From an optimization exercise on the open Yosys and OpenROAD flow, aimed at small area, a short achievable clock period and few clock cycles per item; shortcuts taken in it are not production practice.
Where RTL was checked, it was by simulation tests only, not by an equivalence proof against the original.
For run 1, only the layout was checked, not whether the RTL still works.

[flow/run.sh]
#!/bin/bash
# Own layout flow: the standard layout (standard.sh) with extra make variables.
#  - flow/synth_vars: VAR=value lines used for the synthesis step only
#  - flow/extra_vars: VAR=value lines used for every step
#  - flow/abc.script: if present, replaces ORFS's abc_area.script for synthesis (through a copy
#    of ORFS's scripts folder in the work folder; nothing else in it changes)
# Each make run's full output goes to its own log file in the work folder.
set -euo pipefail
here="$(cd "$(dirname "${BASH_SOURCE[0]}")" && pwd)"
work="$(cd "$here/.." && pwd)"
cd "$work"
readvars() {
  local f="$1"
  [[ -f "$f" ]] || return 0
  while IFS= read -r line; do
    [[ -z "$line" || "$line" == \#* ]] && continue
    printf '%s\0' "$line"
  done < "$f"
}
extra=(); synth=()
while IFS= read -r -d '' v; do extra+=("$v"); done < <(readvars "$here/extra_vars")
while IFS= read -r -d '' v; do synth+=("$v"); done < <(readvars "$here/synth_vars")
if [[ -f "$here/abc.script" ]]; then
  rm -rf "$work/scripts_abc"
  cp -r "$FLOW_HOME/scripts" "$work/scripts_abc"
  cp "$here/abc.script" "$work/scripts_abc/abc_area.script"
  synth+=("SCRIPTS_DIR=$work/scripts_abc")
fi
{
  echo "synthesis variables: ${synth[*]:-none}"
  echo "extra variables: ${extra[*]:-none}"
} | tee "$work/run_sh.log"
bash "$work/standard.sh" "${extra[@]}" "${synth[@]}" synth > "$work/make_synth.log" 2>&1
echo "synthesis done" | tee -a "$work/run_sh.log"
bash "$work/standard.sh" "${extra[@]}" finish > "$work/make_finish.log" 2>&1
echo "layout done" | tee -a "$work/run_sh.log"
[flow/extra_vars]
SETUP_SLACK_MARGIN=5.5
BUFFER_PORTS_ARGS=-buffer_cell sky130_fd_sc_hd__buf_1
[flow/synth_vars]
ADDER_MAP_FILE=
[standard.sh]
#!/bin/bash
# synth_recipe.tcl (not shown) runs the flow's synth.tcl, then flattens the netlist and writes it again
# the make line also repeats each setting of config.mk as NAME=value (left out here)
make -C /OpenROAD-flow-scripts/flow DESIGN_CONFIG=/design/flow/config.mk WORK_HOME=/design/flow/orfs CLKGATE_MAP_FILE= SYNTH_SCRIPT=/design/flow/synth_recipe.tcl "${@:-finish}"
[config.mk]
export PLATFORM = sky130hd
export DESIGN_NAME = sm3_compress
export DESIGN_NICKNAME = sm3_compress
export VERILOG_FILES = /design/flow/design.v
export SDC_FILE = /design/flow/constraint.sdc
export NUM_CORES = 4
export LEC_CHECK = 0
export ABC_AREA = 1
export CAP_MARGIN = 20
export CORE_MARGIN = 2
export CORE_UTILIZATION = 40
export SETUP_SLACK_MARGIN = 5
export SLEW_MARGIN = 20
[constraint.sdc]
create_clock -name core_clock -period 10.0 [get_ports {i_clk}]
set_input_delay 2.0000 -clock core_clock [delete_from_list [all_inputs] [get_ports {i_clk}]]
set_output_delay 2.0000 -clock core_clock [all_outputs]
set_load 0.01 [all_outputs]
[design.v]
module sm3_compress (
    input  logic         i_clk,
    input  logic         i_rst,
    input  logic         i_start,
    input  logic         i_first_block,
    input  logic         i_extend_valid,
    output logic [7:0]   o_rd_addr0,
    output logic [7:0]   o_rd_addr1,
    input  logic [31:0]  i_rd_data0,
    input  logic [31:0]  i_rd_data1,
    output logic         o_busy,
    output logic [255:0] o_hash,
    output logic         o_hash_valid
);
    localparam logic [255:0] InitVector = {
        32'h7380166F, 32'h4914B2B9, 32'h172442D7, 32'hDA8A0600,
        32'hA96F30BC, 32'h163138AA, 32'hE38DEE4D, 32'hB0FB0E4E
    };
    localparam logic [31:0] TjLow    = 32'h79CC4519;
    localparam logic [31:0] TjHigh16 = 32'h9D8A7A87;   
    function automatic logic [31:0] rotl(input logic [31:0] x, input logic [4:0] n);
        logic [63:0] t;
        t = {x, x} << n;
        rotl = t[63:32];
    endfunction
    function automatic logic [31:0] p0(input logic [31:0] x);
        p0 = x ^ rotl(x, 5'd9) ^ rotl(x, 5'd17);
    endfunction
    function automatic logic [31:0] add_ks(input logic [31:0] x, input logic [31:0] y);
        logic [31:0] g, p, gn, pn;
        g = x & y;
        p = x ^ y;
        for (int d = 1; d < 32; d = d * 2) begin
            gn = g;
            pn = p;
            for (int i = d; i < 32; i++) begin
                gn[i] = g[i] | (p[i] & g[i-d]);
                pn[i] = p[i] & p[i-d];
            end
            g = gn;
            p = pn;
        end
        add_ks = (x ^ y) ^ {g[30:0], 1'b0};
    endfunction
    logic         busy_q, valid_q, have_q, iv_q, low_q;
    logic [5:0]   addr_q;                
    logic [31:0]  tp_q;                  
    logic [31:0]  a_q, b_q, c_q, d_q, e_q, f_q, g_q, h_q;
    logic [31:0]  w_q, wp_q;             
    logic [255:0] hash_q;
    logic         accept, last, iv_now;
    logic [255:0] base, v_cur, next_state;
    assign iv_now = i_first_block | ~have_q;
    assign accept = ~i_rst & i_start & i_extend_valid & ~busy_q;
    assign last   = busy_q & (addr_q == 6'd0);
    assign base   = iv_now ? InitVector : hash_q;
    assign v_cur  = iv_q ? InitVector : hash_q;
    logic [31:0] a_rot12, x_s, x_c, ss1, ss2, ff, gg, y, z, tt1, tt2;
    always_comb begin
        a_rot12 = rotl(a_q, 5'd12);
        x_s     = a_rot12 ^ e_q ^ tp_q;
        x_c     = ((a_rot12 & e_q) | (a_rot12 & tp_q) | (e_q & tp_q)) << 1;
        ss1     = rotl(x_s + x_c, 5'd7);
        ss2     = ss1 ^ a_rot12;
        if (low_q) begin
            ff = a_q ^ b_q ^ c_q;
            gg = e_q ^ f_q ^ g_q;
        end else begin
            ff = (a_q & b_q) | (a_q & c_q) | (b_q & c_q);
            gg = (e_q & f_q) | (~e_q & g_q);
        end
        y   = add_ks(ff ^ d_q ^ wp_q, ((ff & d_q) | (ff & wp_q) | (d_q & wp_q)) << 1);
        z   = add_ks(gg ^ h_q ^ w_q,  ((gg & h_q) | (gg & w_q)  | (h_q & w_q))  << 1);
        tt1 = y + ss2;
        tt2 = z + ss1;
        next_state = {tt1, a_q, rotl(b_q, 5'd9), c_q, p0(tt2), e_q, rotl(f_q, 5'd19), g_q};
    end
    always_ff @(posedge i_clk) begin
        if (!busy_q) {a_q, b_q, c_q, d_q, e_q, f_q, g_q, h_q} <= base;
        else         {a_q, b_q, c_q, d_q, e_q, f_q, g_q, h_q} <= next_state;
        w_q  <= i_rd_data0;
        wp_q <= i_rd_data1;
        if (!busy_q)             tp_q <= TjLow;
        else if (addr_q == 6'd16) tp_q <= TjHigh16;
        else                     tp_q <= rotl(tp_q, 5'd1);
        if (!busy_q)             low_q <= 1'b1;
        else if (addr_q == 6'd16) low_q <= 1'b0;
        if (!busy_q) iv_q <= iv_now;
    end
    always_ff @(posedge i_clk) begin
        if (i_rst) begin
            busy_q  <= 1'b0;
            valid_q <= 1'b0;
            have_q  <= 1'b0;
            addr_q  <= 6'd0;
            hash_q  <= '0;
        end else begin
            valid_q <= last;
            if (accept)    busy_q <= 1'b1;
            else if (last) busy_q <= 1'b0;
            if (last) have_q <= 1'b1;
            if (accept)                                           addr_q <= 6'd1;
            else if (busy_q && addr_q != 6'd0 && addr_q != 6'd63) addr_q <= addr_q + 6'd1;
            else                                                  addr_q <= 6'd0;
            if (last) hash_q <= v_cur ^ next_state;
        end
    end
    assign o_rd_addr0   = {2'b00, addr_q};
    assign o_rd_addr1   = 8'd68 + {2'b00, addr_q};
    assign o_busy       = busy_q;
    assign o_hash       = hash_q;
    assign o_hash_valid = valid_q;
endmodule
==> run summary, run 1 <==
global-route wire length before repair - 302300 um
Critical Path Max Stage Delay - 0.39 ns
pre-CTS setup slack - 3.936 ns
die area - 111000 um^2
arrival time worst endpoint - 4.96 ns
Max-Cap Viols - 0
ANT nets after route - 0
area of the mapped netlist - 43340 um^2
Layout Nets - 7907
final hold violations - 0
Synthesis Warnings - 1
clk slew on worst S/H paths - 0.07 ns
syn_area_per_cell - 5.868 um^2
Slew Viols, Final - 0
Final Cell Area - 54570 um^2
Routed WL - 216400 um
Worst path slowest cell - a31oi_4
worst reg-to-reg path cell count - 24
Worst R2R Start - a_q[29]
overflow left after global routing - 0
CP Launch Type - flop
DRT Pass-1 Iters - 6
WL per Instance - 23.25 um
hold_ws - 0.4543 ns
Initial Util - 40.43%
most common cell after layout, fill and taps aside - nand2_1
Slew @ Worst Pin - 1.117 ns
most frequent CP cell - nand3_1
DRT iter0 DRCs - 5243
Root Driver - clkbuf_16
sequential fraction of the synthesis area - 28.61%
Post-Place Cell Area - 45890 um^2
I/O pin count - 343
CTS Buffer Depth - 3
num rows - 120
Setup Skew - 0.04826 ns
fin util - 50.91%
Yosys top cell area share - 28.54%
Die H - 333.2 um
count of mapped cells out of synthesis - 7386
setup slack after layout - 5.560 ns
routability cong. - 1.015
Layout Cells excl Fill - 9306
most frequent cells in the layout - 2205 x nand2_1, 1004 x inv_1, 556 x dfxtp_1
Die W - 333.2 um
share of layout cells above drive strength 1 - 18.89%
Worst setup endpoint - a_q[30]
Hold-fix buffers, CTS - 0
count of final setup violators - 0
R2R Setup Slk - 5.56 ns
CTS tree - yes
worst rel slew slack - 25.52%
dpl cells - 8976
Setup CP Type - reg -> reg
crit-path max FO - 5
RSZ-0062 raised after global routing - true
Core Box Area - 107200 um^2
CP Capture Type - flop
Sink Count - 619
P&R area growth vs syn - 25.91%
ratio of final minimum period to clock period - 44.40%
initial antenna violation count - 10
area leader, netlist - dfxtp_1
Tmin final - 4.440 ns
port bufs - 340
gr usage total - 37.18%
cell family with most CP delay - simple AND/OR/NAND/NOR gates
CTS H-tree lvls - 3
CP bufs+invs - 5
Crit path depth - 24
status - finished clean
Synth cell types - 61
synth top area cells - dfxtp_1 29%, nand2_1 22%, inv_1 9.1%
DR vias - 50.53k
Min-Delay Path Class - reg -> reg
max frequency - 225.2 MHz
drt drc - 0
CTS Buf Count - 75
largest net degree at the start of global routing - 152
Req. time, crit path - 10.52 ns
CP cell instances - buf_8 > clkinvlp_4 > nand2_2 > nand3_1 > nand3_1 > inv_1 > o21ai_0 > nand2_1 > a21oi_1 > nand2_2 > a21oi_2 > xor2_4 > buf_12 > xor2_4 > inv_1 > nand3_2 > nand2_2 > nor2_2 > nand2_1 > nor2_2 > nand3_1 > nand3_1 > nand2_1 > a31oi_4
CP startpoint - a_q[29]
post-DR vias/cell - 5.429
FF+latch count, synth - 619
vias in the first global route - 44.57k
Post-DP HPWL - 169500 um
r2r endpoint - a_q[30]
Setup TNS Final - 0 ns
latest clock arrival within the worst-skew pair - 0.70 ns
synthesized netlist by cell type, drive strengths merged:
cell and instances:
o211ai 37, nor2 651, or2 7, xnor2 22
clkbuf 148, o21ai 233, o22ai 107, maj3 1
o21bai 7, inv 1129, and2 11, a22oi 76
a32o 1, dfxtp 618, conb 1, o22a 1
nor3 222, a21boi 10, o2111ai 2, a31o 1
clkinv 2, nand3 704, o21a 5, nand3b 39
a31oi 9, nor3b 110, a21o 4, nand4 63
a22o 1, nand2 2609, xor2 145, edfxtp 1
a21oi 364, buf 45
area by class of cell:
| type | count | area (um^2) |
|---|---|---|
| clock inverters | 37 | 541.8 |
| multi-input cells | 5444 | 29650 |
| clock buffers | 102 | 2150 |
| flip-flops and latches | 619 | 12590 |
| diodes | 3 | 7.507 |
| inverters | 1131 | 4413 |
| well taps | 1403 | 1755 |
| fillers | 11200 | 52630 |
| repair buffers | 567 | 3467 |
repair_timing:
| action | in CTS | in global routing |
|---|---|---|
| buffers inserted | 58 | 125 |
| endpoints found under the hold margin | 0 | 0 |
| cloned | 3 | 2 |
| setup endpoints to repair | 121 | 230 |
| resized for setup | 332 | 789 |
| pin swaps | 14 | 130 |
worst min-delay path by stage:
stage / from / end / slack, ns / cells past startpoint
2_1_floorplan: have_q / have_q / 0.44 / 2
3_3_place_gp: have_q / have_q / 0.45 / 2
3_5_place_dp: have_q / have_q / 0.45 / 2
4_1_cts: tp_q[26] / tp_q[27] / 0.45 / 2
5_1_grt: have_q / have_q / 0.47 / 2
6_report: tp_q[26] / tp_q[27] / 0.45 / 2
sequential cells by signal, summed over array words and instances, names as in the netlist:
signal and count:
hash_q 256, f_q 32, tp_q 32, d_q 32, c_q 32, a_q 32, e_q 32, have_q 1
wp_q 32, b_q 32, busy_q 1, valid_q 1, low_q 1, iv_q 1, h_q 32, w_q 32
addr_q 6, g_q 32
per-layer routing:
metal / wire length [um] / vias to the layer above / global-route usage, %
met5: 0 / - / 0
met4: 10970 / 0 / 17.54
met3: 18640 / 399 / 6.890
met2: 91510 / 2137 / 55.42
met1: 95280 / 23670 / 51.57
li1: - / 24330 / -
cells by family (layout without fill, tap and decap cells):
| group | Yosys count | count (layout) | share of synthesized area, % |
|---|---|---|---|
| other | 1 | 5 | 0.008652 |
| adder cells (fa/ha/maj) | 1 | 1 | 0.02309 |
| flip-flops | 619 | 619 | 28.61 |
| buffers and inverters | 1324 | 1837 | 11.84 |
| AND/OR/NAND/NOR | 4416 | 4416 | 44.59 |
| AO/OA/AOI/OAI | 858 | 858 | 11.39 |
| XOR/XNOR | 167 | 167 | 3.539 |
worst reg2reg max path: cells and delay by family, from the launching register on:
kind | cells | cell delay [ns]
simple gates | 13 | 1.57
compound gates | 4 | 1.13
buf+inv | 5 | 0.75
xor+xnor | 2 | 0.46
flops | 1 | 0.35
==> run 2: changes to the inputs <==
--- a/design.v
+++ b/design.v
@@ -27,5 +27,23 @@
         p0 = x ^ rotl(x, 5'd9) ^ rotl(x, 5'd17);
     endfunction
-    function automatic logic [31:0] add_ks(input logic [31:0] x, input logic [31:0] y);
+    function automatic logic [31:0] add_bk(input logic [31:0] x, input logic [31:0] y);
+        logic [31:0] g, p;
+        g = x & y;
+        p = x ^ y;
+        for (int d = 1; d < 32; d = d * 2) begin
+            for (int i = 2 * d - 1; i < 32; i = i + 2 * d) begin
+                g[i] = g[i] | (p[i] & g[i-d]);
+                p[i] = p[i] & p[i-d];
+            end
+        end
+        for (int d = 8; d >= 1; d = d / 2) begin
+            for (int i = 3 * d - 1; i < 32; i = i + 2 * d) begin
+                g[i] = g[i] | (p[i] & g[i-d]);
+                p[i] = p[i] & p[i-d];
+            end
+        end
+        add_bk = (x ^ y) ^ {g[30:0], 1'b0};
+    endfunction
+    function automatic logic [31:0] add_sk(input logic [31:0] x, input logic [31:0] y);
         logic [31:0] g, p, gn, pn;
         g = x & y;
@@ -34,12 +52,14 @@
             gn = g;
             pn = p;
-            for (int i = d; i < 32; i++) begin
-                gn[i] = g[i] | (p[i] & g[i-d]);
-                pn[i] = p[i] & p[i-d];
+            for (int i = 0; i < 32; i++) begin
+                if ((i / d) % 2 == 1) begin
+                    gn[i] = g[i] | (p[i] & g[(i / d) * d - 1]);
+                    pn[i] = p[i] & p[(i / d) * d - 1];
+                end
             end
             g = gn;
             p = pn;
         end
-        add_ks = (x ^ y) ^ {g[30:0], 1'b0};
+        add_sk = (x ^ y) ^ {g[30:0], 1'b0};
     endfunction
     logic         busy_q, valid_q, have_q, iv_q, low_q;
@@ -50,10 +70,9 @@
     logic [255:0] hash_q;
     logic         accept, last, iv_now;
-    logic [255:0] base, v_cur, next_state;
+    logic [255:0] base, next_state;
     assign iv_now = i_first_block | ~have_q;
     assign accept = ~i_rst & i_start & i_extend_valid & ~busy_q;
     assign last   = busy_q & (addr_q == 6'd0);
     assign base   = iv_now ? InitVector : hash_q;
-    assign v_cur  = iv_q ? InitVector : hash_q;
     logic [31:0] a_rot12, x_s, x_c, ss1, ss2, ff, gg, y, z, tt1, tt2;
     always_comb begin
@@ -61,5 +80,5 @@
         x_s     = a_rot12 ^ e_q ^ tp_q;
         x_c     = ((a_rot12 & e_q) | (a_rot12 & tp_q) | (e_q & tp_q)) << 1;
-        ss1     = rotl(x_s + x_c, 5'd7);
+        ss1     = rotl(add_sk(x_s, x_c), 5'd7);
         ss2     = ss1 ^ a_rot12;
         if (low_q) begin
@@ -70,8 +89,8 @@
             gg = (e_q & f_q) | (~e_q & g_q);
         end
-        y   = add_ks(ff ^ d_q ^ wp_q, ((ff & d_q) | (ff & wp_q) | (d_q & wp_q)) << 1);
-        z   = add_ks(gg ^ h_q ^ w_q,  ((gg & h_q) | (gg & w_q)  | (h_q & w_q))  << 1);
-        tt1 = y + ss2;
-        tt2 = z + ss1;
+        y   = add_bk(ff ^ d_q ^ wp_q, ((ff & d_q) | (ff & wp_q) | (d_q & wp_q)) << 1);
+        z   = add_bk(gg ^ h_q ^ w_q,  ((gg & h_q) | (gg & w_q)  | (h_q & w_q))  << 1);
+        tt1 = add_sk(y, ss2);
+        tt2 = add_sk(z, ss1);
         next_state = {tt1, a_q, rotl(b_q, 5'd9), c_q, p0(tt2), e_q, rotl(f_q, 5'd19), g_q};
     end
@@ -94,5 +113,4 @@
             have_q  <= 1'b0;
             addr_q  <= 6'd0;
-            hash_q  <= '0;
         end else begin
             valid_q <= last;
@@ -103,6 +121,12 @@
             else if (busy_q && addr_q != 6'd0 && addr_q != 6'd63) addr_q <= addr_q + 6'd1;
             else                                                  addr_q <= 6'd0;
-            if (last) hash_q <= v_cur ^ next_state;
         end
+    end
+    logic         keep, set_iv, take;
+    assign keep   = ~i_rst & ~(last & iv_q);
+    assign set_iv = ~i_rst & last & iv_q;
+    assign take   = ~i_rst & last;
+    always_ff @(posedge i_clk) begin
+        hash_q <= ((hash_q & {256{keep}}) | (InitVector & {256{set_iv}})) ^ (next_state & {256{take}});
     end
     assign o_rd_addr0   = {2'b00, addr_q};
--- a/config.mk
+++ b/config.mk
@@ -9,5 +9,5 @@
 export CAP_MARGIN = 20
 export CORE_MARGIN = 2
-export CORE_UTILIZATION = 40
+export CORE_UTILIZATION = 45
 export SETUP_SLACK_MARGIN = 5
 export SLEW_MARGIN = 20
==> run 2 against run 1 <==
Effect of this change: still clean; die area decreased by 25%; flip-flop and latch count unchanged; core utilization increased by 6.4 points; cell count down 22%; non-clock buffer count down 19; critical endpoint is now e_q[30]; highest routed layer unchanged.
==> run summary, run 2 <==
DRT iter0 DRCs - 3730
sequential fraction of the synthesis area - 34.09%
synth top area cells - dfxtp_1 34%, nand2_1 21%, xor2_1 8.1%
CTS tree - yes
num rows - 104
ANT nets after route - 0
area of the mapped netlist - 36380 um^2
Core Box Area - 80290 um^2
global-route wire length before repair - 213000 um
CTS Buffer Depth - 3
CTS Buf Count - 73
Synthesis Warnings - 1
multi-input logic area - 23330 um^2
ratio of final minimum period to clock period - 44.51%
Max-Cap Viols - 0
most common cell after layout, fill and taps aside - nand2_1
Critical Path Max Stage Delay - 0.42 ns
Layout Nets - 6224
ys async rst share - 0%
RSZ-0062 raised after global routing - true
share of layout cells above drive strength 1 - 18.83%
most frequent cells in the layout - 1812 x nand2_1, 671 x inv_1, 557 x dfxtp_1
Hold-fix buffers, CTS - 0
Root Driver - clkbuf_16
fillers - 7776
FF+latch count, synth - 619
port bufs - 340
I/O pin count - 343
hold_ws - 0.4519 ns
Min-Delay Path Class - reg -> reg
largest net degree at the start of global routing - 110
Routed WL - 152400 um
most common cell in the synthesized netlist - nand2_1
Main synth FF type - dfxtp_1
CP Launch Type - flop
P&R area growth vs syn - 26.56%
die area - 83140 um^2
WL per Instance - 20.94 um
count of mapped cells out of synthesis - 5682
Post-DP HPWL - 109900 um
count of final setup violators - 0
max frequency - 224.6 MHz
largest reg by FF count - hash_q
Die W - 288.3 um
Synth cell types - 62
Setup CP Type - reg -> reg
Slew Viols, Final - 0
DRT Pass-1 Iters - 5
Setup Skew - 0.03494 ns
DR vias - 38.66k
Slew @ Worst Pin - 1.146 ns
Initial Util - 45.32%
Setup TNS Final - 0 ns
Die H - 288.3 um
Largest register FFs - 256
overflow left after global routing - 0
worst rel slew slack - 23.58%
Post-synth top cells - 2079 x nand2_1, 716 x inv_1, 618 x dfxtp_1, 467 x nand3_1, 335 x xor2_1
clk slew on worst S/H paths - 0.06 ns
Yosys top cell area share - 34.00%
EDFF count, synth - 1
CTS H-tree lvls - 3
vias in the first global route - 33.70k
Worst path slowest cell - dfxtp_4
Tmin final - 4.451 ns
most frequent CP cell - nand2_1
register area - 12590 um^2
latest clock arrival within the worst-skew pair - 0.66 ns
Sink Count - 619
Req. time, crit path - 10.50 ns
final hold violations - 0
gr usage total - 34.59%
routability cong. - 0.9988
CP Capture Type - flop
area leader, netlist - dfxtp_1
arrival time worst endpoint - 4.95 ns
crit-path max FO - 6
initial antenna violation count - 7
drt drc - 0
syn_area_per_cell - 6.403 um^2
status - finished clean
post-DR vias/cell - 5.312
[run 2: layout make-up]
cell class | count | share of cell area (%)
diodes | 5 | 0.02717
flip-flops and latches | 619 | 27.33
clock inverters | 29 | 0.8967
multi-input cells | 4141 | 50.67
clock buffers | 103 | 4.562
repair buffers | 548 | 7.087
inverters | 772 | 6.540
well taps | 1060 | 2.880
[run 2: per-stage QoR]
| stage | instances | setup slack, ns | cell area (um^2) | utilization [%] |
|---|---|---|---|---|
| 6_report | 7277 | 5.549 | 46050 | 57.35 |
| 5_1_grt | 7272 | 5.353 | 46030 | 57.34 |
| 4_1_cts | 7122 | 5.501 | 42060 | 52.39 |
| 3_5_place_dp | 6959 | 4.348 | 38550 | 48.02 |
| 3_3_place_gp | 6959 | 4.372 | 38550 | 48.02 |
| 2_1_floorplan | 5683 | 6.479 | 36390 | - |
[run 2: final timing paths]
kind / start / to / slack [ns] / depth (start not counted)
min: tp_q[31] / tp_q[0] / 0.45 / 2
min reg2reg: tp_q[31] / tp_q[0] / 0.45 / 2
max: e_q[2] / e_q[30] / 5.55 / 35
max reg2reg: e_q[2] / e_q[30] / 5.55 / 35
[run 2: cell families after synthesis]
group	share of synthesized area, %
XOR/XNOR	9.942
adder cells (fa/ha/maj)	0.05502
flip-flops	34.09
other	0.01031
AO/OA/AOI/OAI	10.05
AND/OR/NAND/NOR	35.87
buffers and inverters	9.990
[run 2: critical path: cells and delay by family (launching register included)]
kind	cells	cell delay, ns
compound gates	3	0.47
simple gates	27	2.59
xor+xnor	1	0.30
buf+inv	4	0.50
flops	1	0.42
[run 2: layer usage]
layer	global-route usage, %	wire (um)	vias to the layer above	part of all wire (%)
met1	47.71	65060	17970	43
met3	5.261	13420	325	8.8
met4	15.56	8248	0	5.4
li1	-	-	18660	-
met5	0	0	-	0
met2	53.35	65630	1708	43
[run 2: what timing repair did]
action | CTS | global route
endpoints found under the setup margin | 123 | 113
setup buffers | 27 | 142
gates resized for setup | 168 | 718
gates cloned | 4 | 8
pin swaps | 12 | 218
Testbench counts of run 2, summed over its fixed seeds: cycles 24,968, blocks 384.
==> run 3: changes to the inputs <==
==> flow/extra_vars (replaced) <==
SETUP_SLACK_MARGIN=5.3
BUFFER_PORTS_ARGS=-buffer_cell sky130_fd_sc_hd__buf_1
--- a/config.mk
+++ b/config.mk
@@ -7,7 +7,8 @@
 export LEC_CHECK = 0
 export ABC_AREA = 1
-export CAP_MARGIN = 20
+export CAP_MARGIN = 10
 export CORE_MARGIN = 2
 export CORE_UTILIZATION = 45
+export CTS_BUF_LIST = sky130_fd_sc_hd__clkbuf_4 sky130_fd_sc_hd__clkbuf_8
 export SETUP_SLACK_MARGIN = 5
-export SLEW_MARGIN = 20
+export SLEW_MARGIN = 10
==> run 3 against run 2 <==
Effect of this change: still clean; critical path depth is 8 lower; final area decreased by 5.9%; synthesized area unchanged; non-clock buffer count down 98; flip-flop and latch count unchanged; first-iteration DRC count is 5.4% higher; synthesized cell count unchanged; core utilization is 3.4 points lower; clock skew grew 0.0025 ns.
==> run summary, run 3 <==
Post-DP HPWL - 109900 um
count of final setup violators - 0
Die W - 288.3 um
ANT nets after route - 0
Setup Skew - 0.03742 ns
Max-Cap Viols - 0
largest reg by FF count - hash_q
WL per Instance - 20.58 um
Req. time, crit path - 10.63 ns
met3 WL - 13640 um
vias in the first global route - 33.82k
DR vias - 38.01k
most common cell after layout, fill and taps aside - nand2_1
most frequent cells in the layout - 1988 x nand2_1, 687 x inv_1, 562 x dfxtp_1
share of layout cells above drive strength 1 - 13.20%
Root Driver - clkbuf_8
DRT Pass-1 Iters - 8
arrival time worst endpoint - 5.19 ns
routability cong. - 0.9988
synth top area cells - dfxtp_1 34%, nand2_1 21%, xor2_1 8.1%
drt drc - 0
status - finished clean
Setup TNS Final - 0 ns
Slew @ Worst Pin - 1.091 ns
DRT iter0 DRCs - 3933
crit-path max FO - 7
EDFF count, synth - 1
setup slack after layout - 5.435 ns
FF+latch count, synth - 619
clk slew on worst S/H paths - 0.07 ns
Sink Count - 619
Post-synth top cells - 2079 x nand2_1, 716 x inv_1, 618 x dfxtp_1, 467 x nand3_1, 335 x xor2_1
Main synth FF type - dfxtp_1
RSZ-0062 raised after global routing - true
num rows - 104
Tmin final - 4.565 ns
initial antenna violation count - 7
Slew Viols, Final - 0
CTS Buf Count - 112
Layout Cells excl Fill - 7245
number of cells on the worst hold path - 2
gr usage total - 34.33%
worst rel slew slack - 27.04%
sequential fraction of the synthesis area - 34.09%
Initial Util - 45.32%
Largest register FFs - 256
most common cell in the synthesized netlist - nand2_1
hold_ws - 0.4546 ns
CP Capture Type - flop
area of the mapped netlist - 36380 um^2
dpl cells - 6959
Setup CP Type - reg -> reg
port bufs - 340
I/O pin count - 343
Synth cell types - 62
latest clock arrival within the worst-skew pair - 0.76 ns
overflow left after global routing - 0
Post-Place Cell Area - 38550 um^2
post-DR vias/cell - 5.246
ratio of final minimum period to clock period - 45.65%
global-route wire length before repair - 211500 um
Yosys top cell area share - 34.00%
Die H - 288.3 um
pre-CTS setup slack - 4.348 ns
Synthesis Warnings - 1
area leader, netlist - dfxtp_1
ys async rst share - 0%
Min-Delay Path Class - reg -> reg
CP Launch Type - flop
P&R area growth vs syn - 19.15%
final hold violations - 0
Top Layer Used - met4
worst reg-to-reg path cell count - 27
count of mapped cells out of synthesis - 5682
CTS tree - yes
CTS H-tree lvls - 3
Met2 Wirelength - 64540 um
Routed WL - 149100 um
Metal-1 WL - 64160 um
CTS Buffer Depth - 3
die area - 83140 um^2
largest net degree at the start of global routing - 110
max frequency - 219.1 MHz
Layout Nets - 6164
fin util - 54.00%
syn_area_per_cell - 6.403 um^2
Final Cell Area - 43350 um^2
Core Box Area - 80290 um^2
run 3: what timing repair did:
action	4_1_cts	5_1_grt
endpoints found under the setup margin	119	112
resized for setup	84	338
pin swaps	1	63
hold buffers	0	0
gates cloned	1	8
setup buffers	14	59
run 3: critical path: stages (launching register included):
cell and delay, ns:
dfxtp_4 0.39, inv_1 0.18, nand2_1 0.17, and2_1 0.23
nand3_1 0.15, nand2_2 0.14, nor2_2 0.14, and2_1 0.21
nand2_2 0.14, nor3_1 0.24, nand2_2 0.09, nand2_1 0.06
nand2_1 0.08, nand2_4 0.17, xor2_4 0.23, nand2_1 0.08
nor2_1 0.10, nand2_1 0.08, nand2_2 0.12, nand3_4 0.13
nand3_4 0.20, nand2_1 0.09, nand2_2 0.10, xor2_4 0.28
buf_4 0.17, xor2_1 0.19, nand2_1 0.09, xor2_1 0.18
run 3: final timing paths:
path / from / endpoint / slack (ns)
min: tp_q[31] / tp_q[0] / 0.45
max: a_q[4] / hash_q[115] / 5.44
max reg2reg: a_q[4] / hash_q[115] / 5.44
min reg2reg: tp_q[31] / tp_q[0] / 0.45
run 3: final cells by class:
cell class | count | area [um^2]
Sequential cell | 619 | 12550
Tap cell | 1060 | 1326
Inverter | 772 | 2975
Timing Repair Buffer | 450 | 2401
Antenna cell | 4 | 10.01
Fill cell | 8045 | 36940
Clock buffer | 175 | 2177
Multi-Input combinational cell | 4140 | 21730
Clock inverter | 25 | 182.7
run 3: layer usage:
| metal | GRT usage [%] | up-vias |
|---|---|---|
| met4 | 15.89 | 0 |
| li1 | - | 18560 |
| met3 | 5.340 | 273 |
| met2 | 52.70 | 1712 |
| met5 | 0 | - |
| met1 | 47.27 | 17470 |
run 3: cells by family (layout without fill, tap and decap cells):
family                   count (synthesis)  count (layout)  share of synthesized area, %
buffers and inverters                  926            1422                         9.990
AND/OR/NAND/NOR                       3105            3107                         35.87
XOR/XNOR                               398             398                         9.942
flip-flops                             619             619                         34.09
other                                    1               6                       0.01031
adder cells (fa/ha/maj)                  2               2                       0.05502
AO/OA/AOI/OAI                          631             631                         10.05
==> run 4: changes to the inputs <==
--- a/config.mk
+++ b/config.mk
@@ -9,6 +9,7 @@
 export CAP_MARGIN = 10
 export CORE_MARGIN = 2
-export CORE_UTILIZATION = 45
+export CORE_UTILIZATION = 50
 export CTS_BUF_LIST = sky130_fd_sc_hd__clkbuf_4 sky130_fd_sc_hd__clkbuf_8
+export PLACE_DENSITY = 0.68
 export SETUP_SLACK_MARGIN = 5
 export SLEW_MARGIN = 10
==> run 4 against run 3 <==
Effect of this change: flip-flop and latch count unchanged; fmax decreased by 0.47%; synthesized area unchanged; register-to-register slack got worse by 0.02 ns; worst hold slack got worse by 0.0091 ns; first-iteration DRC count increased by 3.6%; global-route usage increased by 2.9 points; synthesized cell count unchanged; worst setup slack got worse by 0.022 ns.
==> run summary, run 4 <==
Main synth FF type - dfxtp_1
Synthesis Warnings - 1
post-DR vias/cell - 5.427
clk slew on worst S/H paths - 0.06 ns
DR vias - 38.53k
multi-input logic area - 21590 um^2
EDFF count, synth - 1
gr usage total - 37.22%
Root Driver - clkbuf_8
port bufs - 340
Critical Path Max Stage Delay - 0.39 ns
Layout Nets - 6132
drt drc - 0
register area - 12550 um^2
Initial Util - 50.72%
Post-DP HPWL - 106800 um
Tmin final - 4.586 ns
DRT iter0 DRCs - 4073
Yosys top cell area share - 34.00%
global-route wire length before repair - 208000 um
latest clock arrival within the worst-skew pair - 0.76 ns
area of the mapped netlist - 36380 um^2
Slew Viols, Final - 0
Die H - 273.8 um
count of final setup violators - 0
CP Launch Type - flop
Routed WL - 145300 um
hold_sp - tp_q[31]
most common cell in the synthesized netlist - nand2_1
most common cell after layout, fill and taps aside - nand2_1
DRT Pass-1 Iters - 8
Setup TNS Final - 0 ns
num rows - 98
Setup CP Type - reg -> reg
I/O pin count - 343
max frequency - 218.0 MHz
vias in the first global route - 34.06k
most frequent CP cell - nand2_1
Req. time, crit path - 10.65 ns
crit-path max FO - 5
initial antenna violation count - 7
P&R area growth vs syn - 17.79%
arrival time worst endpoint - 5.24 ns
synth top area cells - dfxtp_1 34%, nand2_1 21%, xor2_1 8.1%
Worst R2R Start - low_q
Core Box Area - 71730 um^2
largest net degree at the start of global routing - 185
area leader, netlist - dfxtp_1
CP Capture Type - flop
Slew @ Worst Pin - 1.132 ns
RSZ-0062 raised after global routing - true
Sink Count - 619
status - finished clean
Min-Delay Path Class - reg -> reg
fillers - 7000
die area - 74940 um^2
largest reg by FF count - hash_q
Synth cell types - 62
Largest register FFs - 256
worst rel slew slack - 24.24%
sequential fraction of the synthesis area - 34.09%
most frequent cells in the layout - 1994 x nand2_1, 692 x inv_1, 562 x dfxtp_1
CTS Buf Count - 108
CTS H-tree lvls - 3
Setup Skew - 0.06050 ns
dpl cells - 6847
CP startpoint - low_q
ratio of final minimum period to clock period - 45.86%
number of cells on the worst hold path - 2
share of layout cells above drive strength 1 - 12.46%
worst reg-to-reg path cell count - 34
overflow left after global routing - 0
Die W - 273.8 um
FF+latch count, synth - 619
count of mapped cells out of synthesis - 5682
ys async rst share - 0%
WL per Instance - 20.46 um
Layout Cells excl Fill - 7099
Worst path slowest cell - dfxtp_4
CTS tree - yes
Post-synth top cells - 2079 x nand2_1, 716 x inv_1, 618 x dfxtp_1, 467 x nand3_1, 335 x xor2_1
final hold violations - 0
ANT nets after route - 0
Max-Cap Viols - 0
syn_area_per_cell - 6.403 um^2
routability cong. - 1.025
CTS Buffer Depth - 3
-- run 4: cell families after synthesis --
group	share of synthesized area, %
AO/OA/AOI/OAI	10.05
XOR/XNOR	9.942
adder cells (fa/ha/maj)	0.05502
buffers and inverters	9.990
flip-flops	34.09
other	0.01031
AND/OR/NAND/NOR	35.87
-- run 4: metrics by stage --
stage	setup slack [ns]	hold WS, ns	cell area, um^2	utilization (%)
3_3_place_gp	4.505	0.4260	38390	53.52
6_report	5.414	0.4455	42860	59.75
2_1_floorplan	6.479	0.4104	36390	-
3_5_place_dp	4.507	0.4343	38390	53.52
4_1_cts	5.288	0.4429	41150	57.36
5_1_grt	5.193	0.4612	42850	59.74
-- run 4: path summary, 6_finish.rpt --
check	end	slack, ns
setup / recovery	e_q[3]	5.41
hold / removal	tp_q[0]	0.45
setup reg to reg	e_q[3]	5.41
hold reg to reg	tp_q[0]	0.45
-- run 4: cell type report --
class	count	share of cell area, %
multi-input combinational	4140	50.38
sequential	619	29.28
inverter	772	6.916
clock buffer	163	4.841
timing repair buffer	422	4.832
tap	950	2.774
clock inverter	30	0.9547
antenna	3	0.01752
-- run 4: critical path: cells and delay by family (launching register included) --
kind	cells	cell delay, ns
AO/OA/AOI/OAI	1	0.22
buffers and inverters	5	0.56
XOR/XNOR	2	0.43
flip-flops	1	0.39
AND/OR/NAND/NOR	26	2.87
-- run 4: timing repair --
| item | in CTS | in global routing |
|---|---|---|
| resized for setup | 60 | 322 |
| cloned | 1 | 3 |
| pin swaps | 0 | 59 |
| buffers inserted | 5 | 47 |
| hold buffers | 0 | 0 |
| setup endpoints to repair | 109 | 110 |
-- run 4: layer usage --
layer  track usage [%]  wire length (um)  vias up
li1                  -                 -    18510
met1             50.14             58990    17640
met2             55.20             60910     1984
met3             8.272             16640      391
met4             20.10              8729        0
met5                 0                 0        -
==> run 5: changes to the inputs <==
==> flow/extra_vars (replaced) <==
SETUP_SLACK_MARGIN=5.5
BUFFER_PORTS_ARGS=-buffer_cell sky130_fd_sc_hd__buf_1
==> run 5 against run 4 <==
Effect of this change: highest routed layer unchanged; via count is 2.1% higher; fmax is 2.9% higher; still clean on timing, DRC and antenna; global-route usage is 0.16 points higher; largest cell class unchanged.
==> run summary, run 5 <==
status - finished clean
FF+latch count, synth - 619
Setup TNS Final - 0 ns
most frequent cells in the layout - 1871 x nand2_1, 677 x inv_1, 556 x dfxtp_1
global-route wire length before repair - 209000 um
Tmin final - 4.456 ns
port bufs - 340
WHS Endpoint - tp_q[0]
number of cells on the worst hold path - 2
final hold violations - 0
Die W - 273.8 um
crit-path max FO - 5
post-synthesis mux area share - 0%
Synth Area in Compound Gates - 10.05%
Final Cell Area - 44920 um^2
EDFF count, synth - 1
Hold-fix buffers, CTS - 0
Routed WL - 148200 um
arrival time worst endpoint - 5.04 ns
Post-synth top cells - 2079 x nand2_1, 716 x inv_1, 618 x dfxtp_1, 467 x nand3_1, 335 x xor2_1
Sink Count - 619
syn_area_per_cell - 6.403 um^2
latest clock arrival within the worst-skew pair - 0.77 ns
most common cell after layout, fill and taps aside - nand2_1
area of the mapped netlist - 36380 um^2
hold_sp - tp_q[31]
Worst path slowest cell - dfxtp_4
DRT iter0 DRCs - 4519
CP Capture Type - flop
largest reg by FF count - hash_q
drt drc - 0
worst rel slew slack - 24.95%
num rows - 98
Setup CP Type - reg -> reg
routability cong. - 1.025
worst reg-to-reg path cell count - 34
Worst R2R Start - e_q[2]
Req. time, crit path - 10.59 ns
DR vias - 39.34k
Layout Nets - 6215
post-DR vias/cell - 5.480
DRT Pass-1 Iters - 7
Min-Delay Path Class - reg -> reg
area leader, netlist - dfxtp_1
Slew @ Worst Pin - 1.122 ns
gr usage total - 37.38%
largest net degree at the start of global routing - 185
Adder-Cell Fraction of Synth Area - 0.05502%
max frequency - 224.4 MHz
hold_ws - 0.4427 ns
synth top area cells - dfxtp_1 34%, nand2_1 21%, xor2_1 8.1%
Synth cell types - 62
r2r endpoint - e_q[10]
ANT nets after route - 0
most frequent CP cell - nand2_2
RSZ-0062 raised after global routing - true
die area - 74940 um^2
ratio of final minimum period to clock period - 44.56%
Yosys top cell area share - 34.00%
Core Box Area - 71730 um^2
CTS tree - yes
initial antenna violation count - 6
Post-DP HPWL - 106800 um
R2R Setup Slk - 5.54 ns
Critical Path Max Stage Delay - 0.45 ns
Largest register FFs - 256
Post-Place Cell Area - 38390 um^2
Root Driver - clkbuf_8
count of final setup violators - 0
I/O pin count - 343
Slew Viols, Final - 0
CTS Buf Count - 108
CP Launch Type - flop
Setup Skew - 0.06028 ns
clk slew on worst S/H paths - 0.06 ns
largest family of logic cells by synthesized area - simple AND/OR/NAND/NOR gates
sequential fraction of the synthesis area - 34.09%
CTS Buffer Depth - 3
Main synth FF type - dfxtp_1
Synthesis Warnings - 1
overflow left after global routing - 0
most common cell in the synthesized netlist - nand2_1
WL per Instance - 20.65 um
P&R area growth vs syn - 23.46%
simple-gate portion of the synthesized area - 35.87%
CTS H-tree lvls - 3
ys async rst share - 0%
share of layout cells above drive strength 1 - 17.63%
xor/xnor share of the synthesized area - 9.942%
Die H - 273.8 um
count of mapped cells out of synthesis - 5682
Initial Util - 50.72%
Max-Cap Viols - 0
vias in the first global route - 34.24k
-- run 5: cell families (layout without fill, tap and decap cells) --
kind of cell    after synthesis  after routing
compound gates              631            631
xor+xnor                    398            398
fa+ha+maj                     2              2
buf+inv                     926           1469
flops                       619            619
other cells                   1              3
simple gates               3105           3108
-- run 5: metrics by stage --
| step | instances | utilization, % | worst slack, ns |
|---|---|---|---|
| after floorplan | 5683 | - | 6.479 |
| final | 7180 | 62.62 | 5.544 |
| after CTS | 7060 | 57.95 | 5.503 |
| after global placement | 6847 | 53.52 | 4.505 |
| after detailed placement | 6847 | 53.52 | 4.507 |
| after global routing | 7180 | 62.62 | 5.327 |
-- run 5: worst max path at each step --
stage	to	startpoint	slack, ns
after detailed placement	e_q[6]	low_q	4.51
after global placement	e_q[6]	e_q[13]	4.50
after floorplan	hash_q[254]	a_q[23]	6.48
final	e_q[10]	e_q[2]	5.54
after CTS	hash_q[103]	e_q[1]	5.50
after global routing	e_q[10]	low_q	5.33
-- run 5: per-layer routing --
| layer | vias to the layer above | GRT usage (%) | wire, um |
|---|---|---|---|
| met1 | 18160 | 50.55 | 60100 |
| met5 | - | 0 | 0 |
| met3 | 439 | 7.816 | 16440 |
| li1 | 18660 | - | - |
| met4 | 0 | 20.94 | 9784 |
| met2 | 2090 | 55.26 | 61930 |
-- run 5: cell type report --
cell class,instances,area [um^2]
multi-input combinational,4141,22820
fill,6743,26810
clock inverter,30,409.1
sequential,619,12590
inverter,772,2997
antenna,1,2.502
timing repair buffer,504,2841
tap,950,1189
clock buffer,163,2074
-- run 5: repair_timing --
action	4_1_cts	5_1_grt
buffers inserted	18	114
resized for setup	131	598
endpoints found under the setup margin	117	111
pin swaps	5	143
cloned	2	5
-- run 5: worst max-delay path, delay by kind of cell (launching register included) --
kind	cells	cell delay (ns)
DFF	1	0.45
AOI/OAI and AO/OA	2	0.29
buffers and inverters	7	0.81
xor gates and xnor gates	2	0.41
and+or+nand+nor	23	2.31
==> run 6: changes to the inputs <==
==> flow/extra_vars (replaced) <==
SETUP_SLACK_MARGIN=4.9
BUFFER_PORTS_ARGS=-buffer_cell sky130_fd_sc_hd__buf_1
==> run 6 against run 5 <==
Effect of this change: still clean on timing, DRC and antenna; final area fell by 7.8%; non-clock buffer count fell by 125; clock-buffer cell count did not move; clock skew fell by 0.0049 ns; register-to-register slack got worse by 0.41 ns; synthesized cell count unchanged; cell count decreased by 1.8%; critical path type unchanged; largest cell class unchanged; highest routed layer unchanged.
==> run summary, run 6 <==
arrival time worst endpoint - 5.51 ns
syn_area_per_cell - 6.403 um^2
DRT iter0 DRCs - 4439
Main synth FF type - dfxtp_1
count of mapped cells out of synthesis - 5682
most common cell after layout, fill and taps aside - nand2_1
FF+latch count, synth - 619
Metal-1 WL - 59360 um
fin util - 57.71%
CP Capture Type - flop
RSZ-0062 raised after global routing - false
CP Launch Type - flop
final hold violations - 0
Worst path slowest cell - o21ai_0
Routed WL - 143400 um
area of the mapped netlist - 36380 um^2
Core Box Area - 71730 um^2
Layout Nets - 6088
most frequent cells in the layout - 2075 x nand2_1, 706 x inv_1, 579 x dfxtp_1
met3 WL - 15950 um
Critical Path Max Stage Delay - 0.62 ns
Setup CP Type - reg -> reg
DR vias - 38.08k
Setup Skew - 0.05542 ns
Post-DP HPWL - 106800 um
initial antenna violation count - 6
number of cells on the worst hold path - 2
Req. time, crit path - 10.64 ns
most frequent CP cell - nand2_1
ANT nets after route - 0
CTS Buffer Depth - 3
ratio of final minimum period to clock period - 48.71%
clk slew on worst S/H paths - 0.06 ns
die area - 74940 um^2
largest net degree at the start of global routing - 185
Yosys top cell area share - 34.00%
drt drc - 0
Largest register FFs - 256
Root Driver - clkbuf_8
count of final setup violators - 0
overflow left after global routing - 0
Setup TNS Final - 0 ns
hold_ws - 0.4428 ns
Min-Delay Path Class - reg -> reg
share of layout cells above drive strength 1 - 8.555%
num rows - 98
Slew Viols, Final - 0
routability cong. - 1.025
max frequency - 205.3 MHz
I/O pin count - 343
Die W - 273.8 um
post-DR vias/cell - 5.398
CTS H-tree lvls - 3
Initial Util - 50.72%
worst rel slew slack - 23.79%
P&R area growth vs syn - 13.78%
EDFF count, synth - 1
synth top area cells - dfxtp_1 34%, nand2_1 21%, xor2_1 8.1%
latest clock arrival within the worst-skew pair - 0.76 ns
Sink Count - 619
WL per Instance - 20.32 um
Tmin final - 4.871 ns
DRT Pass-1 Iters - 8
crit-path max FO - 7
ys async rst share - 0%
Met2 Wirelength - 59380 um
Post-synth top cells - 2079 x nand2_1, 716 x inv_1, 618 x dfxtp_1, 467 x nand3_1, 335 x xor2_1
Synthesis Warnings - 1
gr usage total - 37.00%
Layout Cells excl Fill - 7054
most common cell in the synthesized netlist - nand2_1
largest reg by FF count - hash_q
Top Layer Used - met4
port bufs - 340
global-route wire length before repair - 207100 um
CTS tree - yes
vias in the first global route - 33.95k
status - finished clean
dpl cells - 6847
CTS Buf Count - 108
sequential fraction of the synthesis area - 34.09%
area leader, netlist - dfxtp_1
Max-Cap Viols - 0
Slew @ Worst Pin - 1.139 ns
worst reg-to-reg path cell count - 29
Die H - 273.8 um
Synth cell types - 62
## run 6: cell counts after synthesis
No cell type changed its count.
## run 6: kinds of logic (layout without fill, tap and decap cells)
logic type               Yosys count  after routing  synth area share [%]
XOR/XNOR                         398            398                 9.942
flip-flops                       619            619                 34.09
AO/OA/AOI/OAI                    631            631                 10.05
AND/OR/NAND/NOR                 3105           3106                 35.87
buffers and inverters            926           1344                 9.990
other                              1              4               0.01031
adder cells (fa/ha/maj)            2              2               0.05502
## run 6: cell type report
class | count | area (um^2)
inverter | 772 | 2925
antenna | 2 | 5.005
sequential | 619 | 12470
multi-input combinational | 4139 | 20690
fill | 7176 | 30340
clock buffer | 163 | 2074
timing repair buffer | 379 | 1639
tap | 950 | 1189
clock inverter | 30 | 409.1
## run 6: stage by stage
step / cell area [um^2] / setup WS (ns)
6_report: 41400 / 5.129
5_1_grt: 41390 / 4.890
4_1_cts: 40950 / 4.903
3_5_place_dp: 38390 / 4.507
3_3_place_gp: 38390 / 4.505
2_1_floorplan: 36390 / 6.479
## run 6: layer usage
metal / vias to the layer above / GRT usage, %
li1: 18390 / -
met4: 0 / 19.76
met3: 371 / 7.368
met2: 1960 / 55.06
met1: 17360 / 50.33
met5: - / 0
## run 6: path summary, 6_finish.rpt
path	startpoint	end	slack, ns
worst min register to register	tp_q[31]	tp_q[0]	0.44
worst min-delay path	tp_q[31]	tp_q[0]	0.44
worst max-delay path	low_q	e_q[3]	5.13
worst max register to register	low_q	e_q[3]	5.13
## run 6: timing repair
action | CTS | global route
buffers inserted | 0 | 10
pin swaps | 0 | 4
cloned | 0 | 2
gates resized for setup | 16 | 81
endpoints found under the setup margin | 73 | 105
hold buffers | 0 | 0
## run 6: worst max-delay path: cells and delay by family, from the launching register on
family	cells	cell delay [ns]
and+or+nand+nor	23	2.82
AOI/OAI and AO/OA	3	1.03
DFF	1	0.41
xor gates and xnor gates	1	0.25
buffers and inverters	2	0.23
==> run 7: changes to the inputs <==
==> flow/extra_vars (replaced) <==
SETUP_SLACK_MARGIN=5.5
BUFFER_PORTS_ARGS=-buffer_cell sky130_fd_sc_hd__buf_1
--- a/config.mk
+++ b/config.mk
@@ -9,7 +9,6 @@
 export CAP_MARGIN = 10
 export CORE_MARGIN = 2
-export CORE_UTILIZATION = 50
+export CORE_UTILIZATION = 45
 export CTS_BUF_LIST = sky130_fd_sc_hd__clkbuf_4 sky130_fd_sc_hd__clkbuf_8
-export PLACE_DENSITY = 0.68
 export SETUP_SLACK_MARGIN = 5
 export SLEW_MARGIN = 10
==> run 7 against run 6 <==
Effect of this change: still clean; wire length rose by 5.5%; die area rose by 11%; synthesized cell count did not move; via count rose by 0.92%; largest cell class unchanged.
==> run summary, run 7 <==
routability cong. - 0.9988
Yosys top cell area share - 34.00%
Worst path slowest cell - dfxtp_4
Routed WL - 151300 um
status - finished clean
arrival time worst endpoint - 5.12 ns
Initial Util - 45.32%
Root Driver - clkbuf_8
FF+latch count, synth - 619
hold_sp - tp_q[31]
CP Capture Type - flop
CTS Buffer Depth - 3
Post-synth top cells - 2079 x nand2_1, 716 x inv_1, 618 x dfxtp_1, 467 x nand3_1, 335 x xor2_1
Final Cell Area - 45190 um^2
Core Box Area - 80290 um^2
count of final setup violators - 0
fillers - 7884
global-route wire length before repair - 212700 um
EDFF count, synth - 1
R2R Setup Slk - 5.52 ns
P&R area growth vs syn - 24.20%
gr usage total - 34.53%
most common cell in the synthesized netlist - nand2_1
synth top area cells - dfxtp_1 34%, nand2_1 21%, xor2_1 8.1%
number of cells on the worst hold path - 2
Slew @ Worst Pin - 1.110 ns
port bufs - 340
initial antenna violation count - 9
RSZ-0062 raised after global routing - true
Die H - 288.3 um
Critical Path Max Stage Delay - 0.42 ns
DRT iter0 DRCs - 3789
Post-Place Cell Area - 38550 um^2
CTS Buf Count - 112
largest net degree at the start of global routing - 110
Hold-fix buffers, CTS - 0
ratio of final minimum period to clock period - 44.77%
final hold violations - 0
area leader, netlist - dfxtp_1
Post-DP HPWL - 109900 um
CP Launch Type - flop
syn_area_per_cell - 6.403 um^2
vias in the first global route - 33.94k
latest clock arrival within the worst-skew pair - 0.76 ns
CTS tree - yes
Largest register FFs - 256
Setup TNS Final - 0 ns
Max-Cap Viols - 0
most common cell after layout, fill and taps aside - nand2_1
Synthesis Warnings - 1
Die W - 288.3 um
DR vias - 38.43k
met2 usage - 52.97%
Worst R2R Start - e_q[2]
post-DR vias/cell - 5.255
area of the mapped netlist - 36380 um^2
die area - 83140 um^2
most frequent cells in the layout - 1861 x nand2_1, 670 x inv_1, 558 x dfxtp_1
crit-path max FO - 6
Min-Delay Path Class - reg -> reg
Setup Skew - 0.03167 ns
Most Crowded Layer GR - met2
Slew Viols, Final - 0
fin util - 56.28%
worst reg-to-reg path cell count - 34
Synth cell types - 62
DRT Pass-1 Iters - 6
overflow left after global routing - 0
Layout Nets - 6232
max frequency - 223.4 MHz
ANT nets after route - 0
WL per Instance - 20.69 um
drt drc - 0
r2r endpoint - hash_q[100]
largest reg by FF count - hash_q
count of mapped cells out of synthesis - 5682
CTS H-tree lvls - 3
Sink Count - 619
sequential fraction of the synthesis area - 34.09%
Setup CP Type - reg -> reg
I/O pin count - 343
worst rel slew slack - 25.44%
most frequent CP cell - nand2_1
grt met3 use - 6.051%
share of layout cells above drive strength 1 - 18.10%
ys async rst share - 0%
Tmin final - 4.477 ns
Main synth FF type - dfxtp_1
Req. time, crit path - 10.65 ns
num rows - 104
clk slew on worst S/H paths - 0.06 ns
WHS Endpoint - tp_q[0]
GR Util met1 - 47.16%
[run 7: metal layers]
layer	wire length, um	part of all wire [%]	vias to the layer above
met1	64280	42	17760
met2	64900	43	1648
met3	13940	9.2	325
li1	-	-	18700
met4	8216	5.4	0
met5	0	0	-
[run 7: stage by stage]
stage / cells / hold slack, ns / setup WS, ns
3_3_place_gp: 6959 / 0.4293 / 4.372
4_1_cts: 7190 / 0.4480 / 5.486
3_5_place_dp: 6959 / 0.4274 / 4.348
6_report: 7313 / 0.4565 / 5.523
2_1_floorplan: 5683 / 0.4104 / 6.479
5_1_grt: 7310 / 0.4759 / 5.317
[run 7: timing repair]
action,in CTS,in global routing
endpoints found under the hold margin,0,0
resized for setup,167,589
pin swaps,10,169
gates cloned,4,7
buffers inserted,27,112
setup endpoints to repair,123,113
[run 7: area by class of cell]
type	count	area (um^2)	area share (%)
clock buffers	175	2177	4.818
repair buffers	517	3007	6.654
multi-input cells	4141	22890	50.65
flip-flops and latches	619	12580	27.85
inverters	772	3010	6.662
well taps	1060	1326	2.935
clock inverters	25	182.7	0.4043
diodes	4	10.01	0.02215
[run 7: worst max-delay path by stage]
stage	from	to
6_report	e_q[2]	hash_q[100]
5_1_grt	e_q[4]	hash_q[102]
4_1_cts	e_q[1]	e_q[2]
3_5_place_dp	e_q[14]	hash_q[242]
3_3_place_gp	e_q[14]	hash_q[242]
2_1_floorplan	a_q[23]	hash_q[254]
[run 7: critical path: cells and delay by family, from the launching register on]
kind | cells | cell delay [ns]
XOR/XNOR | 1 | 0.30
flip-flops | 1 | 0.42
AO/OA/AOI/OAI | 2 | 0.35
AND/OR/NAND/NOR | 29 | 2.98
buffers and inverters | 2 | 0.30
[run 7: cells by family after synthesis]
group | synth area share (%)
AND/OR/NAND/NOR | 35.87
buffers and inverters | 9.990
AO/OA/AOI/OAI | 10.05
flip-flops | 34.09
XOR/XNOR | 9.942
adder cells (fa/ha/maj) | 0.05502
other | 0.01031
==> run 8: changes to the inputs <==
==> flow/extra_vars (replaced) <==
SETUP_SLACK_MARGIN=5.1
BUFFER_PORTS_ARGS=-buffer_cell sky130_fd_sc_hd__buf_1
==> run 8 against run 7 <==
Effect of this change: still clean on timing, DRC and antenna; final area shrank 6.5%; sequential share of layout area increased by 1.7 points; via count shrank 2.0%; synthesized cell count unchanged; fmax fell by 3.4%; clock skew rose by 0.00068 ns; critical endpoint is now e_q[23].
==> run summary, run 8 <==
synth top area cells - dfxtp_1 34%, nand2_1 21%, xor2_1 8.1%
I/O pin count - 343
Tmin final - 4.636 ns
Routed WL - 147800 um
share of layout cells above drive strength 1 - 10.52%
number of cells on the worst hold path - 2
drt drc - 0
DRT iter0 DRCs - 3904
area leader, netlist - dfxtp_1
clk slew on worst S/H paths - 0.06 ns
worst reg-to-reg path cell count - 34
CP Launch Type - flop
Yosys top cell area share - 34.00%
gr usage total - 34.18%
max frequency - 215.7 MHz
routability cong. - 0.9988
CTS Buffer Depth - 3
Setup CP Type - reg -> reg
CTS H-tree lvls - 3
ratio of final minimum period to clock period - 46.36%
ys async rst share - 0%
global-route wire length before repair - 210700 um
Synthesis Warnings - 1
DR vias - 37.67k
initial antenna violation count - 8
EDFF count, synth - 1
Die W - 288.3 um
Hold-fix buffers, CTS - 0
Min-Delay Path Class - reg -> reg
RSZ-0062 raised after global routing - true
Worst R2R Start - a_q[24]
most frequent CP cell - nand2_1
Sink Count - 619
Slew @ Worst Pin - 1.108 ns
vias in the first global route - 33.73k
WL per Instance - 20.51 um
Synth cell types - 62
most common cell in the synthesized netlist - nand2_1
count of final setup violators - 0
Slew Viols, Final - 0
Initial Util - 45.32%
post-DR vias/cell - 5.228
port bufs - 340
Max-Cap Viols - 0
CP Capture Type - flop
r2r endpoint - e_q[23]
count of mapped cells out of synthesis - 5682
sequential fraction of the synthesis area - 34.09%
Setup Skew - 0.03235 ns
arrival time worst endpoint - 5.21 ns
ANT nets after route - 0
Post-synth top cells - 2079 x nand2_1, 716 x inv_1, 618 x dfxtp_1, 467 x nand3_1, 335 x xor2_1
num rows - 104
hold_sp - tp_q[31]
WHS Endpoint - tp_q[0]
Req. time, crit path - 10.57 ns
Post-DP HPWL - 109900 um
largest net degree at the start of global routing - 110
final hold violations - 0
Layout Nets - 6126
Critical Path Max Stage Delay - 0.52 ns
R2R Setup Slk - 5.36 ns
FF+latch count, synth - 619
Largest register FFs - 256
overflow left after global routing - 0
area of the mapped netlist - 36380 um^2
DRT Pass-1 Iters - 6
crit-path max FO - 11
latest clock arrival within the worst-skew pair - 0.76 ns
Core Box Area - 80290 um^2
CTS Buf Count - 112
Worst path slowest cell - dfxtp_2
Main synth FF type - dfxtp_1
most frequent cells in the layout - 2048 x nand2_1, 697 x inv_1, 569 x dfxtp_1
CTS tree - yes
die area - 83140 um^2
worst rel slew slack - 26.10%
Die H - 288.3 um
hold_ws - 0.4506 ns
P&R area growth vs syn - 16.15%
most common cell after layout, fill and taps aside - nand2_1
Root Driver - clkbuf_8
largest reg by FF count - hash_q
Setup TNS Final - 0 ns
syn_area_per_cell - 6.403 um^2
status - finished clean
[run 8: cell count changes in the layout (fill, tap and decap cells not counted), moves of 26 or more]
cell     delta
dfxtp_4    -26
nor2_1     +40
nand3_2    -43
inv_1      +27
nand2_4    -31
nand2_1   +187
buf_4      -86
nand3_1    +53
nand2_2   -152
nor2_2     -28
[run 8: area by class of cell]
cell class                      count  area [um^2]
Sequential cell                   619        12510
Clock inverter                     25        182.7
Tap cell                         1060         1326
Inverter                          772         2947
Timing Repair Buffer              412         2001
Clock buffer                      175         2177
Multi-Input combinational cell   4140        21110
Fill cell                        8139        38030
Antenna cell                        3        7.507
[run 8: kinds of logic (layout without fill, tap and decap cells)]
group | Yosys count | count (layout) | share of synthesized area [%]
other | 1 | 5 | 0.01031
flip-flops | 619 | 619 | 34.09
AO/OA/AOI/OAI | 631 | 631 | 10.05
AND/OR/NAND/NOR | 3105 | 3107 | 35.87
adder cells (fa/ha/maj) | 2 | 2 | 0.05502
buffers and inverters | 926 | 1384 | 9.990
XOR/XNOR | 398 | 398 | 9.942
[run 8: worst max-delay path by stage]
stage	startpoint	to	slack (ns)	depth (start not counted)
after global placement	e_q[14]	hash_q[242]	4.37	31
after CTS	e_q[8]	e_q[0]	5.11	35
after floorplan	a_q[23]	hash_q[254]	6.48	36
final	a_q[24]	e_q[23]	5.36	34
after detailed placement	e_q[14]	hash_q[242]	4.35	31
after global routing	e_q[4]	hash_q[102]	5.07	39
[run 8: routing by layer]
layer / track usage (%) / up-vias / wire length [um]
met5: 0 / - / 0
met4: 15.04 / 0 / 7030
met3: 5.355 / 299 / 13720
met2: 52.68 / 1644 / 63230
met1: 47.18 / 17260 / 63790
li1: - / 18480 / -
[run 8: timing repair]
action,in CTS,in global routing
endpoints found under the hold margin,0,0
buffers inserted,7,30
pin swaps,0,19
cloned,0,7
setup endpoints to repair,117,109
resized for setup,50,175
[run 8: worst max-delay path, delay by kind of cell, from the launching register on]
family          cells  cell delay (ns)
simple gates       27             2.72
compound gates      2             0.43
buf+inv             4             0.54
flops               1             0.52
xor+xnor            1             0.21
[run 8: through the flow]
| step | worst slack [ns] | util, % | cells | cell area (um^2) |
|---|---|---|---|---|
| 2_1_floorplan | 6.479 | - | 5683 | 36390 |
| 3_3_place_gp | 4.372 | 48.02 | 6959 | 38550 |
| 3_5_place_dp | 4.348 | 48.02 | 6959 | 38550 |
| 4_1_cts | 5.108 | 51.26 | 7166 | 41160 |
| 5_1_grt | 5.068 | 52.63 | 7204 | 42250 |
| 6_report | 5.364 | 52.64 | 7206 | 42260 |

## port drivers added, routing unchanged
No port has a modelled driver above. Below, the same layouts with a new extraction and two added sets of constraints. Step 1 sets driving cells, clkbuf_16 on the clock port and buf_2 on the other inputs (assumed; they add their load-dependent delay and slew). Step 2, shift: input delay + t, output delay - t, t = (earliest + latest rising clock arrival at the registers) / 2. This alone moves slack from input paths to output paths. Three values: ideal ports, drivers, drivers and shift; two values: the first two.
run | shift t [ns] | slack for setup (ns) | worst hold slack (ns) | latest minus earliest clock arrival (ns) | pins driven straight from the clock port
run 1 | 0.754 | 5.560 / 5.560 / 5.036 | 0.454 / 0.454 / 0.454 | 0.051 / 0.051 | 1
run 2 | 0.713 | 5.549 / 5.549 / 4.953 | 0.452 / 0.452 / 0.452 | 0.036 / 0.036 | 1
run 3 | 0.814 | 5.435 / 5.435 / 5.020 | 0.455 / 0.455 / 0.455 | 0.039 / 0.039 | 1
run 4 | 0.802 | 5.414 / 5.414 / 5.033 | 0.446 / 0.446 / 0.446 | 0.061 / 0.061 | 1
run 5 | 0.807 | 5.544 / 5.544 / 5.037 | 0.443 / 0.443 / 0.443 | 0.060 / 0.060 | 1
run 6 | 0.806 | 5.129 / 5.129 / 5.033 | 0.443 / 0.443 / 0.443 | 0.056 / 0.055 | 1
run 7 | 0.819 | 5.523 / 5.523 / 4.995 | 0.456 / 0.456 / 0.456 | 0.033 / 0.034 | 1
run 8 | 0.815 | 5.364 / 5.364 / 5.014 | 0.451 / 0.451 / 0.451 | 0.035 / 0.034 | 1
After both steps setup and hold are still met in every run listed. For run 2, which loses most, drivers alone change the setup slack by 0.000 ns; drivers and shift together by -0.596 ns.
